From an optimization exercise on the open Yosys and OpenROAD flow, aimed at small area; shortcuts taken in it are not production practice.
No activity file was given, so power comes from the tool's default toggle rates.

P:
// matrix_alu
module matrix_alu (
    input  logic        clk,
    input  logic        reset,
    input  logic        start,
    input  logic [2:0]  op,
    input  logic [15:0] a,
    input  logic [15:0] b,
    input  logic [3:0]  scalar,
    output logic [35:0] result,
    output logic [8:0]  det,
    output logic        singular,
    output logic        done
);
For scale: ~580 cells after synthesis, about 36 flip-flops, ~89 I/O pins, about 0.0057 sq mm of cells after synthesis.
clock: 8.0 ns
lec_check: 0
cap_margin: 20
core_margin: 2
core_utilization: 60
place_density: 0.75
slew_margin: 20
synth_hierarchical: 1
standard.sh (not shown) runs the stock make flow with config.mk's settings and CLKGATE_MAP_FILE= SYNTH_SCRIPT=/design/flow/synth_recipe.tcl, a recipe that flattens the netlist after the stock synthesis.
==> flow/flow/run.sh <==
#!/bin/bash
set -euo pipefail
cd "$(dirname "$0")/.."
export BUFFER_PORTS_ARGS="-buffer_cell sky130_fd_sc_hd__buf_1"
export CTS_ARGS="-sink_clustering_enable -repair_clock_nets -buf_list sky130_fd_sc_hd__clkbuf_4 -dont_use_dummy_load"
bash standard.sh > standard.log 2>&1
P finished all stages; the layout is clean.
diff inputs: P => Q
==> flow/flow/run.sh <==
#!/bin/bash
set -euo pipefail
cd "$(dirname "$0")/.."
export BUFFER_PORTS_ARGS="-buffer_cell sky130_fd_sc_hd__buf_1"
export CTS_ARGS="-sink_clustering_enable -sink_clustering_size 40 -sink_clustering_max_diameter 300 -repair_clock_nets -buf_list sky130_fd_sc_hd__clkbuf_4 -dont_use_dummy_load"
bash standard.sh > standard.log 2>&1
diff --git a/flow/config.mk b/flow/config.mk
--- a/flow/config.mk
+++ b/flow/config.mk
@@ -10,2 +10 @@
-export CORE_UTILIZATION = 60
-export PLACE_DENSITY = 0.75
+export CORE_UTILIZATION = 40
### Flow results
Every run in the comparison, Q and P, completed the flow with a clean layout. ~same sequential power in Q and P. Maximum vdd drop delta (Q − P): favourable. On Q: data-path buffer share of cell area in the final layout is 0.43 points lower than what P gave. What P reported for detail-routed via count per cell has to be multiplied by 0.926 to get the figure for Q. From P to Q the numbers moved as follows: die area rose 48%; instance area after placement rose 1.1%. The aggregate routed wire length of Q and that of P are within noise of each other. Of Q and P, the run reporting the lower first-pass GRT wire length was Q. Comparing P with Q, the clock share of power came out essentially unchanged. The synthesis-to-layout area growth in Q sits 1.1 points above the value recorded for P. End point of the critical path = result[35]: P; end point of the critical path = result[9]: Q.
[inputs] R vs Q
==> flow/flow/run.sh <==
#!/bin/bash
set -euo pipefail
cd "$(dirname "$0")/.."
export BUFFER_PORTS_ARGS="-buffer_cell sky130_fd_sc_hd__buf_1"
export CTS_ARGS="-sink_clustering_enable -repair_clock_nets -buf_list sky130_fd_sc_hd__clkbuf_4 -dont_use_dummy_load"
bash standard.sh > standard.log 2>&1
diff --git a/flow/config.mk b/flow/config.mk
--- a/flow/config.mk
+++ b/flow/config.mk
@@ -10,0 +11 @@
+export GPL_TIMING_DRIVEN = 0
## What came out
[R vs Q] met1 wire length: lower in R. Cell area after placement went up slightly going from Q to R. Between Q and R, via count increased. Relative area of non-clock buffer cells in the final design: Q and R compared, higher one is R. As far as detailed-route wire length is concerned, Q and R perform about the same.
Input-level comparison between S and R:
diff --git a/flow/flow/run.sh b/flow/flow/run.sh
--- a/flow/flow/run.sh
+++ b/flow/flow/run.sh
@@ -5,0 +6 @@
+export GLOBAL_PLACEMENT_ARGS="-keep_resize_below_overflow 0"
diff --git a/flow/config.mk b/flow/config.mk
--- a/flow/config.mk
+++ b/flow/config.mk
@@ -11 +10,0 @@
-export GPL_TIMING_DRIVEN = 0
## What came out
Diff S..R | net count after synthesis | unchanged
The worst setup path endpoint comes out result[7] in one run and result[17] in the other, namely in S and R respectively.
Measured against each other, S and R differ in areal power density over the cells, the lower figure coming from S.
Of S and R, the run reporting the lower worst hold slack was S.
Setup changes, S to T
diff --git a/flow/flow/run.sh b/flow/flow/run.sh
--- a/flow/flow/run.sh
+++ b/flow/flow/run.sh
@@ -6 +5,0 @@
-export GLOBAL_PLACEMENT_ARGS="-keep_resize_below_overflow 0"
diff --git a/flow/config.mk b/flow/config.mk
--- a/flow/config.mk
+++ b/flow/config.mk
@@ -8 +8 @@
-export CAP_MARGIN = 20
+export CAP_MARGIN = 0
@@ -11 +11 @@
-export SLEW_MARGIN = 20
+export SLEW_MARGIN = 0
### Flow results
Clock latency on the worst-skew pair ends up lower on S. Compared with S, in T design area was more or less identical; count of maximum capacitance violations was more or less identical; post-detailed-routing wire length went down by about 1%; sequential share of layout area was more or less identical; final hold slack went down by 0.0035 ns. T: final critical-path share of the clock period 2.2 points below S.
Function was not checked in any run of this note: the RTL went through the layout flow alone.

==> separate check: timing with driven ports <==
How much do the figures lean on ideal ports? The routed layouts below were timed once more, with nothing changed but the port constraints.
Step 1 sets driving cells, clkbuf_16 on the clock port and buf_2 on the other inputs (assumed; they add their load-dependent delay and slew).
Step 2 times the ports against the registers' clock, not the clock port: input delays grow and output delays shrink by t, the midpoint of the rising clock arrivals with the driver on.
Three values: ideal, step 1, step 2; two values: the first two.
run	t, ns	slack for setup (ns)	cell pins on the clock port's net
P	0.334	0.451 / 0.431 / 0.765	1
Q	0.344	0.540 / 0.520 / 0.864	1
R	0.331	0.503 / 0.483 / 0.814	1
S	0.340	0.365 / 0.342 / 0.682	1
T	0.344	0.540 / 0.520 / 0.864	1
After both steps setup and hold are still met in every run listed.
